Background: an optimization exercise with open tools, aiming at small area. Do not read the settings as production practice. In this exercise RTL edits were held to simulation tests only and were not proved equivalent to the original. Power and IR drop assume default switching activity.

run 2:
// memoria_dados
module memoria_dados
(
  input  logic                     clock,
  input  logic                     reset_n,
  input  logic                     permisao_escrita,
  input  logic                     permisao_leitura,
  input  memoria_dados_pkg::addr_t endereco,
  input  memoria_dados_pkg::word_t dado_escrita,
  output memoria_dados_pkg::word_t dado_leitura
);
==> module celula_escrita, before the edit <==
module celula_escrita
(
  input  logic esc_n,
  input  logic c,
  input  logic ret_n,
  input  logic q,
  output logic y
);
  assign y = ~((ret_n | q) & (esc_n | c));
endmodule
==> module leitura_par, before the edit <==
module leitura_par
(
  input  logic [1:0] sel_n,
  input  logic [1:0] q,
  output logic       y
);
  assign y = ~((sel_n[0] | q[0]) & (sel_n[1] | q[1]));
endmodule
==> module memoria_dados, before the edit <==
module memoria_dados
(
  input  logic                     clock,
  input  logic                     reset_n,
  input  logic                     permisao_escrita,
  input  logic                     permisao_leitura,
  input  memoria_dados_pkg::addr_t endereco,
  input  memoria_dados_pkg::word_t dado_escrita,
  output memoria_dados_pkg::word_t dado_leitura
);
  localparam int NW = memoria_dados_pkg::NUM_WORDS;
  localparam int DW = memoria_dados_pkg::DATA_WIDTH;
  localparam int IB = memoria_dados_pkg::WORD_INDEX_BITS;
  localparam int NB = 8;
  localparam int NA = NW / NB;
  memoria_dados_pkg::idx_t indice;
  memoria_dados_pkg::word_t mem_q [NW];
  memoria_dados_pkg::word_t mem_d [NW];
  memoria_dados_pkg::word_t dado_cod;
  memoria_dados_pkg::word_t leitura;
  logic valido_q;
  logic fase_q;
  logic fase_d;
  decod_endereco_dados u_decod (
    .endereco(endereco),
    .indice(indice)
  );
  always_ff @(posedge clock or negedge reset_n) begin
    if (!reset_n) valido_q <= 1'b0;
    else if (permisao_escrita) valido_q <= 1'b1;
  end
  assign fase_d = valido_q && !fase_q;
  always_ff @(posedge clock) fase_q <= fase_d;
  logic [NB-1:0] esc_baixo;
  logic [NB-1:0] leit_baixo;
  logic [NA-1:0] alto;
  always_comb begin
    for (int j = 0; j < NB; j++) begin
      esc_baixo[j]  = permisao_escrita && indice[2:0] == j[2:0];
      leit_baixo[j] = permisao_leitura && valido_q && indice[2:0] == j[2:0];
    end
    for (int k = 0; k < NA; k++) alto[k] = indice[IB-1:3] == k[IB-4:0];
  end
  logic [NW-1:0] esc_n;
  logic [NW-1:0] ret_n;
  logic [NW-1:0] sel_n;
  for (genvar i = 0; i < NW; i++) begin : g_linha
    nao_e u_esc (.a(esc_baixo[i % NB]), .b(alto[i / NB]), .y(esc_n[i]));
    nao_e u_ret (.a(valido_q), .b(esc_n[i]), .y(ret_n[i]));
    nao_e u_sel (.a(leit_baixo[i % NB]), .b(alto[i / NB]), .y(sel_n[i]));
  end
  assign dado_cod = ~(dado_escrita ^ {DW{fase_d}});
  for (genvar i = 0; i < NW; i++) begin : g_pal
    for (genvar b = 0; b < DW; b++) begin : g_bit
      celula_escrita u_cel (
        .esc_n(esc_n[i]),
        .c(dado_cod[b]),
        .ret_n(ret_n[i]),
        .q(mem_q[i][b]),
        .y(mem_d[i][b])
      );
    end
  end
  always_ff @(posedge clock) begin
    for (int i = 0; i < NW; i++) mem_q[i] <= mem_d[i];
  end
  for (genvar b = 0; b < DW; b++) begin : g_leit
    logic [NW/2-1:0]  par;
    logic [NW/32-1:0] n2;
    for (genvar p = 0; p < NW/2; p++) begin : g_par
      leitura_par u_par (
        .sel_n(sel_n[2*p +: 2]),
        .q({mem_q[2*p+1][b], mem_q[2*p][b]}),
        .y(par[p])
      );
    end
    for (genvar g = 0; g < NW/32; g++) begin : g_n2
      ou16 u_n2 (.a(par[16*g +: 16]), .y(n2[g]));
    end
    ou4 u_fim (.a(n2), .y(leitura[b]));
  end
  assign dado_leitura = leitura ^ {DW{permisao_leitura && valido_q && !fase_q}};
endmodule
clock: 12.0 ns
lec_check: 0
cap_margin: 30
core_margin: 2
core_utilization: 60
cts_buf_list: sky130_fd_sc_hd__clkbuf_8
cts_cluster_diameter: 80
cts_cluster_size: 16
place_density: 0.75
slew_margin: 20
synth_hierarchical: 1
synth_minimum_keep_size: 0
standard.sh (not shown) runs the stock make flow with config.mk's settings and CLKGATE_MAP_FILE= SYNTH_SCRIPT=/design/flow/synth_recipe.tcl, a recipe that flattens the netlist after the stock synthesis.
==> flow/flow/run.sh <==
#!/bin/bash
# The standard layout (the standard.sh: standard synthesis, floorplan,
# placement, CTS, routing), with two changes:
#  - port buffers are buf_1 cells instead of the resizer's default choice;
#  - CTS keeps the clustering of config.mk but inserts no dummy loads.
# Each tool's full output stays in the ORFS logs under orfs/logs; make's own
# output goes to standard.log in this folder.
set -euo pipefail
export BUFFER_PORTS_ARGS="-buffer_cell sky130_fd_sc_hd__buf_1"
export CTS_ARGS="-sink_clustering_enable -repair_clock_nets -sink_clustering_size 16 -sink_clustering_max_diameter 80 -buf_list sky130_fd_sc_hd__clkbuf_8 -dont_use_dummy_load"
bash standard.sh finish > standard.log 2>&1
Input changes introduced in run 4 (baseline for comparison: run 2):
==> flow/design.v, changed modules only <==
module celula_escrita
(
  input  logic esc_n,
  input  logic dado_n,
  input  logic ret_n,
  input  logic q_n,
  output logic y_n
);
  assign y_n = (esc_n | dado_n) & (ret_n | q_n);
endmodule
module leitura_par
(
  input  logic [1:0] sel_n,
  input  logic [1:0] q_n,
  output logic       y
);
  assign y = ~((sel_n[0] | q_n[0]) & (sel_n[1] | q_n[1]));
endmodule
module memoria_dados
(
  input  logic                     clock,
  input  logic                     reset_n,
  input  logic                     permisao_escrita,
  input  logic                     permisao_leitura,
  input  memoria_dados_pkg::addr_t endereco,
  input  memoria_dados_pkg::word_t dado_escrita,
  output memoria_dados_pkg::word_t dado_leitura
);
  localparam int NW = memoria_dados_pkg::NUM_WORDS;
  localparam int DW = memoria_dados_pkg::DATA_WIDTH;
  localparam int IB = memoria_dados_pkg::WORD_INDEX_BITS;
  localparam int NB = 8;
  localparam int NA = NW / NB;
  memoria_dados_pkg::idx_t indice;
  memoria_dados_pkg::word_t mem_n_q [NW];
  memoria_dados_pkg::word_t mem_n_d [NW];
  memoria_dados_pkg::word_t dado_n;
  logic valido_q;
  decod_endereco_dados u_decod (
    .endereco(endereco),
    .indice(indice)
  );
  always_ff @(posedge clock or negedge reset_n) begin
    if (!reset_n) valido_q <= 1'b0;
    else if (permisao_escrita) valido_q <= 1'b1;
  end
  logic [NB-1:0] esc_baixo;
  logic [NB-1:0] leit_baixo;
  logic [NA-1:0] alto;
  always_comb begin
    for (int j = 0; j < NB; j++) begin
      esc_baixo[j]  = permisao_escrita && indice[2:0] == j[2:0];
      leit_baixo[j] = permisao_leitura && valido_q && indice[2:0] == j[2:0];
    end
    for (int k = 0; k < NA; k++) alto[k] = indice[IB-1:3] == k[IB-4:0];
  end
  logic [NW-1:0] esc_n;
  logic [NW-1:0] ret_n;
  logic [NW-1:0] sel_n;
  for (genvar i = 0; i < NW; i++) begin : g_linha
    nao_e u_esc (.a(esc_baixo[i % NB]), .b(alto[i / NB]), .y(esc_n[i]));
    nao_e u_ret (.a(valido_q), .b(esc_n[i]), .y(ret_n[i]));
    nao_e u_sel (.a(leit_baixo[i % NB]), .b(alto[i / NB]), .y(sel_n[i]));
  end
  assign dado_n = ~dado_escrita;
  for (genvar i = 0; i < NW; i++) begin : g_pal
    for (genvar b = 0; b < DW; b++) begin : g_bit
      celula_escrita u_cel (
        .esc_n(esc_n[i]),
        .dado_n(dado_n[b]),
        .ret_n(ret_n[i]),
        .q_n(mem_n_q[i][b]),
        .y_n(mem_n_d[i][b])
      );
    end
  end
  always_ff @(posedge clock) begin
    for (int i = 0; i < NW; i++) mem_n_q[i] <= mem_n_d[i];
  end
  for (genvar b = 0; b < DW; b++) begin : g_leit
    logic [NW/2-1:0]  par;
    logic [NW/32-1:0] n2;
    for (genvar p = 0; p < NW/2; p++) begin : g_par
      leitura_par u_par (
        .sel_n(sel_n[2*p +: 2]),
        .q_n({mem_n_q[2*p+1][b], mem_n_q[2*p][b]}),
        .y(par[p])
      );
    end
    for (genvar g = 0; g < NW/32; g++) begin : g_n2
      ou16 u_n2 (.a(par[16*g +: 16]), .y(n2[g]));
    end
    ou4 u_fim (.a(n2), .y(dado_leitura[b]));
  end
endmodule
==> run summary <==
- The post-synthesis sequential element count on run 2 is in line with that on run 4.
- Taking run 2 as the reference point, the leakage dissipation of run 4 falls by about 6.5%.
- Power: run 4 draws less than run 2
- Comparing run 4 and run 2, aggregate global-route resource usage is lower on run 4.
- Run 4 — post-synthesis instance area about 7.5% higher, run 2 as reference

what the ideal ports hide:
The results above use ideal ports. As a check the final layouts listed here were re-extracted and re-timed, cells and wires unchanged. Step 1, drivers: a clkbuf_16 drives clock and a buf_2 each remaining input, both assumed. Step 2 times the ports against the registers' clock, not the clock port: input delays grow and output delays shrink by t, the midpoint of the rising clock arrivals with the driver on. Slacks: ideal / step 1 / step 2; pairs: ideal / step 1.
run | shift t [ns] | slack for setup (ns) | slew at the worst register clock pin (ns) | worst data-port slew with drivers (ns)
run 2 | 0.921 | 2.283 / 2.169 / 2.169 | 0.11 / 0.11 | 0.14
run 4 | 0.920 | 2.587 / 2.525 / 2.525 | 0.11 / 0.11 | 0.17
After both steps setup and hold are still met in every run listed. The setup slack of run 2, which loses most, moves by -0.114 ns with the drivers and by -0.114 ns with both steps.
